This design comes from an exercise in tuning for small area, a short achievable clock period and few clock cycles on the open sky130 flow, not from production work. In this exercise RTL edits were held to simulation tests only and were not proved equivalent to the original. Power figures rest on the tool's default switching activity, not on a simulated workload.

==> flow/design.v (excerpt) <==
module lowest_free_unit_allocator
#(
    parameter int NUM_UNITS = lfua_pkg::NUM_UNITS_DEF,
    parameter int TIME_BITS = lfua_pkg::TIME_BITS_DEF
) (
    input  logic                 clk,
    input  logic                 rst_n,
    input  logic                 req_valid,
    output logic                 req_ready,
    input  logic [lfua_pkg::IN_TIME_W-1:0] req_start_time,
    input  logic [lfua_pkg::IN_TIME_W-1:0] req_end_time,
    input  logic                 req_last_request,
    output logic                 rsp_valid,
    input  logic                 rsp_ready,
    output logic [lfua_pkg::INDEX_W-1:0]   rsp_unit_index,
    output logic [lfua_pkg::USES_W-1:0]    rsp_unit_uses,
    output logic [lfua_pkg::OPENED_W-1:0]  rsp_units_opened,
    output logic                 rsp_all_busy,
    output logic                 rsp_batch_done
);
    localparam int N   = NUM_UNITS;
    localparam int TW  = TIME_BITS;
    localparam int IW  = $clog2(N);
    localparam int CW  = $clog2(N + 1);
    localparam int UW  = lfua_pkg::USES_W;
    localparam int RW  = lfua_pkg::INDEX_W + UW + lfua_pkg::OPENED_W + 2;
    localparam int BD  = 5;
    localparam int CAP = BD + 1;
    logic [TW-1:0] end_q  [N];
  ...
Size in the first run: ~10000 cells after synthesis, about 150000 um^2 of cells after synthesis.
==> module lowest_free_unit_allocator, before the edit <==
module lowest_free_unit_allocator
#(
    parameter int NUM_UNITS = lfua_pkg::NUM_UNITS_DEF,
    parameter int TIME_BITS = lfua_pkg::TIME_BITS_DEF
) (
    input  logic                 clk,
    input  logic                 rst_n,
    input  logic                 req_valid,
    output logic                 req_ready,
    input  logic [lfua_pkg::IN_TIME_W-1:0] req_start_time,
    input  logic [lfua_pkg::IN_TIME_W-1:0] req_end_time,
    input  logic                 req_last_request,
    output logic                 rsp_valid,
    input  logic                 rsp_ready,
    output logic [lfua_pkg::INDEX_W-1:0]   rsp_unit_index,
    output logic [lfua_pkg::USES_W-1:0]    rsp_unit_uses,
    output logic [lfua_pkg::OPENED_W-1:0]  rsp_units_opened,
    output logic                 rsp_all_busy,
    output logic                 rsp_batch_done
);
    localparam int N   = NUM_UNITS;
    localparam int TW  = TIME_BITS;
    localparam int IW  = $clog2(N);
    localparam int CW  = $clog2(N + 1);
    localparam int UW  = lfua_pkg::USES_W;
    localparam int RW  = lfua_pkg::INDEX_W + UW + lfua_pkg::OPENED_W + 2;
    localparam int BD  = 5;
    localparam int CAP = BD + 1;
    logic [TW-1:0] end_q  [N];
    logic [UW-1:0] uses_q [N];
    logic        rdy_q;
    logic [2:0]  cnt_q;
    logic        take0;
    logic        pop;
    logic [2:0]  cnt_d;
    logic        ov_q;
    assign take0 = req_valid && rdy_q;
    assign pop   = ov_q && rsp_ready;
    assign cnt_d = cnt_q + {2'b0, take0} - {2'b0, pop};
    always_ff @(posedge clk or negedge rst_n)
    begin
        if (!rst_n)
        begin
            cnt_q <= '0;
            rdy_q <= 1'b0;
        end
        else
        begin
            cnt_q <= cnt_d;
            rdy_q <= (cnt_d < 3'(CAP));
        end
    end
    assign req_ready = rdy_q;
    logic [TW-1:0] s0, e0;
    logic          l0, v0;
    always_ff @(posedge clk)
    begin
        s0 <= TW'(req_start_time);
        e0 <= TW'(req_end_time);
        l0 <= req_last_request;
    end
    logic [N-1:0]  cmp2;
    logic [TW-1:0] e2n;
    logic          l2, v2;
    logic [N-1:0]  oh3;
    logic          fresh3, found3, l3, v3;
    logic [CW-1:0] op3;
    logic [UW-1:0] cur4;
    logic          same4, fresh4, found4, l4, v4;
    logic [IW-1:0] idx4;
    logic [CW-1:0] op4;
    logic [UW-1:0] newp;
    logic [N-1:0]  mask_q;
    logic [CW-1:0] n_q;
    logic [N-1:0]  pick;
    logic          c1;
    logic [N-1:0]  raw;
    lfua_le #(.W(TW)) u_le_c1 (.na(e2n), .b(s0), .le(c1));
    for (genvar i = 0; i < N; i++)
    begin : g_le
        lfua_le #(.W(TW)) u_le (.na(end_q[i]), .b(s0), .le(raw[i]));
    end
    always_ff @(posedge clk)
    begin
        for (int i = 0; i < N; i++)
        begin
            cmp2[i] <= pick[i] ? c1 : raw[i];
        end
        e2n  <= ~e0;
        l2   <= l0;
    end
    logic [N-1:0]  freep;
    logic          any_free;
    logic          found2;
    logic          fresh2;
    logic [CW-1:0] op2;
    always_comb
    begin
        for (int i = 0; i < N; i++)
        begin
            freep[i] = !mask_q[i] || cmp2[i];
        end
    end
    lfua_pick #(.N(N)) u_pick (.v(v2), .free(freep), .pick(pick), .any(any_free));
    assign found2   = v2 && any_free;
    assign fresh2   = v2 && !(|(mask_q & cmp2)) && !mask_q[N-1];
    assign op2      = fresh2 ? n_q + 1'b1 : n_q;
    always_ff @(posedge clk or negedge rst_n)
    begin
        if (!rst_n)
        begin
            mask_q <= '0;
            n_q    <= '0;
        end
        else if (v2)
        begin
            mask_q <= l2 ? '0 : (fresh2 ? {mask_q[N-2:0], 1'b1} : mask_q);
            n_q    <= l2 ? '0 : op2;
        end
    end
    always_ff @(posedge clk)
    begin
        oh3    <= pick;
        fresh3 <= fresh2;
        found3 <= found2;
        l3     <= l2;
        op3    <= op2;
    end
    always_ff @(posedge clk)
    begin
        for (int i = 0; i < N; i++)
        begin
            if (pick[i])
            begin
                end_q[i] <= e2n;
            end
        end
    end
    logic [UW-1:0] rd3;
    logic [IW-1:0] idx3;
    logic          same3;
    always_comb
    begin
        rd3  = '0;
        idx3 = '0;
        for (int i = 0; i < N; i++)
        begin
            rd3  = rd3  | (oh3[i] ? uses_q[i] : '0);
            idx3 = idx3 | (oh3[i] ? IW'(i) : '0);
        end
    end
    assign same3 = found3 && found4 && (idx3 == idx4);
    always_ff @(posedge clk)
    begin
        cur4   <= rd3;
        same4  <= same3;
        fresh4 <= fresh3;
        found4 <= found3;
        idx4   <= idx3;
        op4    <= op3;
        l4     <= l3;
    end
    logic [UW-1:0] cur;
    logic [UW-1:0] nxt;
    logic [RW-1:0] res;
    assign cur = fresh4 ? '0 : (same4 ? newp : cur4);
    assign nxt = (&cur) ? cur : cur + 1'b1;
    always_ff @(posedge clk)
    begin
        newp <= nxt;
        for (int i = 0; i < N; i++)
        begin
            if (found4 && idx4 == IW'(i))
            begin
                uses_q[i] <= nxt;
            end
        end
    end
    assign res = {idx4, found4 ? nxt : '0, lfua_pkg::OPENED_W'(op4), !found4, l4};
    always_ff @(posedge clk or negedge rst_n)
    begin
        if (!rst_n)
        begin
            v0 <= 1'b0;
            v2 <= 1'b0;
            v3 <= 1'b0;
            v4 <= 1'b0;
        end
        else
        begin
            v0 <= take0;
            v2 <= v0;
            v3 <= v2;
            v4 <= v3;
        end
    end
    logic [RW-1:0] out_q;
    logic [RW-1:0] hold_q;
    logic [RW-1:0] head;
    logic [RW-1:0] buf_q [BD];
    logic [2:0]    bc_q, rp_q, wp_q;
    logic          need;
    logic          from_buf;
    logic          to_buf;
    assign need     = !ov_q || rsp_ready;
    assign from_buf = need && (bc_q != 3'd0);
    assign to_buf   = v4 && !(need && (bc_q == 3'd0));
    always_ff @(posedge clk or negedge rst_n)
    begin
        if (!rst_n)
        begin
            ov_q <= 1'b0;
            bc_q <= '0;
            rp_q <= '0;
            wp_q <= '0;
        end
        else
        begin
            if (need)
            begin
                ov_q <= from_buf || v4;
            end
            if (from_buf)
            begin
                rp_q <= (rp_q == 3'(BD - 1)) ? '0 : rp_q + 1'b1;
            end
            if (to_buf)
            begin
                wp_q <= (wp_q == 3'(BD - 1)) ? '0 : wp_q + 1'b1;
            end
            bc_q <= bc_q + {2'b0, to_buf} - {2'b0, from_buf};
        end
    end
    assign head = from_buf ? buf_q[rp_q] : res;
    always_ff @(posedge clk)
    begin
        out_q <= need ? head : hold_q;
        if (need && (from_buf || v4))
        begin
            hold_q <= head;
        end
        if (to_buf)
        begin
            buf_q[wp_q] <= res;
        end
    end
    assign rsp_valid        = ov_q;
    assign rsp_unit_index   = out_q[RW-1 -: lfua_pkg::INDEX_W];
    assign rsp_unit_uses    = out_q[2 + lfua_pkg::OPENED_W +: UW];
    assign rsp_units_opened = out_q[2 +: lfua_pkg::OPENED_W];
    assign rsp_all_busy     = out_q[1];
    assign rsp_batch_done   = out_q[0];
endmodule
Settings: LEC_CHECK=0, CAP_MARGIN=20, CORE_MARGIN=2, CORE_UTILIZATION=55, CTS_CLUSTER_DIAMETER=60, CTS_CLUSTER_SIZE=20, SETUP_SLACK_MARGIN=5.0, SLEW_MARGIN=20, SYNTH_HIERARCHICAL=1, SYNTH_MINIMUM_KEEP_SIZE=0; clock period 8.0 ns.
run.sh (not shown) runs the stock make flow with config.mk's settings and CLKGATE_MAP_FILE= SYNTH_SCRIPT=/design/flow/synth_recipe.tcl, a recipe that flattens the netlist after the stock synthesis.
Testbench counts at the start, summed over its fixed seeds: cycles 32,048.
Then changed:
--- a/flow/design.v
+++ b/flow/design.v
@@ -99,13 +99,13 @@
     localparam int N   = NUM_UNITS;
     localparam int TW  = TIME_BITS;
     localparam int IW  = $clog2(N);
     localparam int CW  = $clog2(N + 1);
     localparam int UW  = lfua_pkg::USES_W;
     localparam int RW  = lfua_pkg::INDEX_W + UW + lfua_pkg::OPENED_W + 2;
-    localparam int BD  = 5;
+    localparam int BD  = 4;
     localparam int CAP = BD + 1;
     logic [TW-1:0] end_q  [N];
     logic [UW-1:0] uses_q [N];
     logic        rdy_q;
     logic [2:0]  cnt_q;
     logic        take0;
@@ -128,18 +128,16 @@
             rdy_q <= (cnt_d < 3'(CAP));
         end
     end
     assign req_ready = rdy_q;
     logic [TW-1:0] s0, e0;
     logic          l0, v0;
-    always_ff @(posedge clk)
-    begin
-        s0 <= TW'(req_start_time);
-        e0 <= TW'(req_end_time);
-        l0 <= req_last_request;
-    end
+    assign s0 = TW'(req_start_time);
+    assign e0 = TW'(req_end_time);
+    assign l0 = req_last_request;
+    assign v0 = take0;
     logic [N-1:0]  cmp2;
     logic [TW-1:0] e2n;
     logic          l2, v2;
     logic [N-1:0]  oh3;
     logic          fresh3, found3, l3, v3;
     logic [CW-1:0] op3;
@@ -256,20 +254,18 @@
     end
     assign res = {idx4, found4 ? nxt : '0, lfua_pkg::OPENED_W'(op4), !found4, l4};
     always_ff @(posedge clk or negedge rst_n)
     begin
         if (!rst_n)
         begin
-            v0 <= 1'b0;
             v2 <= 1'b0;
             v3 <= 1'b0;
             v4 <= 1'b0;
         end
         else
         begin
-            v0 <= take0;
             v2 <= v0;
             v3 <= v2;
             v4 <= v3;
         end
     end
     logic [RW-1:0] out_q;
After rerunning: The changed run completed without violations; die area came out lower by about 1.7%; global-route usage increases by 0.31 points; via count barely changes; flip-flop and latch count is lower by 97; core utilization fell by 0.50 points; final area goes down by 2.2%; cell count came out lower by about 2.3%; routed wire length went up by about 0.35%; area after synthesis drops by about 1.8%; worst setup slack loses 0.084 ns; hold slack loses 0.0080 ns; critical path depth grows by 1; combinational power decreases by about 3%.
Testbench counts after the change, summed over its fixed seeds: cycles 32,040.

static timing again, ports no longer ideal:
No port has a modelled driver above. Below, the same layouts with a new extraction and two added sets of constraints.
Step 1 (the two cells are an assumption about what drives the block):
set clk [get_ports {clk}]
set_driving_cell -lib_cell sky130_fd_sc_hd__clkbuf_16 $clk
set_driving_cell -lib_cell sky130_fd_sc_hd__buf_2 [delete_from_list [all_inputs] $clk]
Step 2 adds t to the input delays and takes it off the output delays; t is the mean of the earliest and latest rising clock arrival at the registers after step 1. Input paths then give back, and output paths get back, about the clock's delay inside the block.
a / b / c = no drivers / after step 1 / after step 2; a / b = the first two.
run | t (ns) | setup slack, ns | clock arrival spread, ns
the first run | 1.021 | 4.947 / 4.862 / 4.250 | 0.070 / 0.070
the second run | 1.030 | 4.863 / 4.582 / 3.552 | 0.078 / 0.078
After both steps setup and hold are still met in every run listed. For the second run, which loses most, drivers alone change the setup slack by -0.281 ns; drivers and shift together by -1.311 ns.
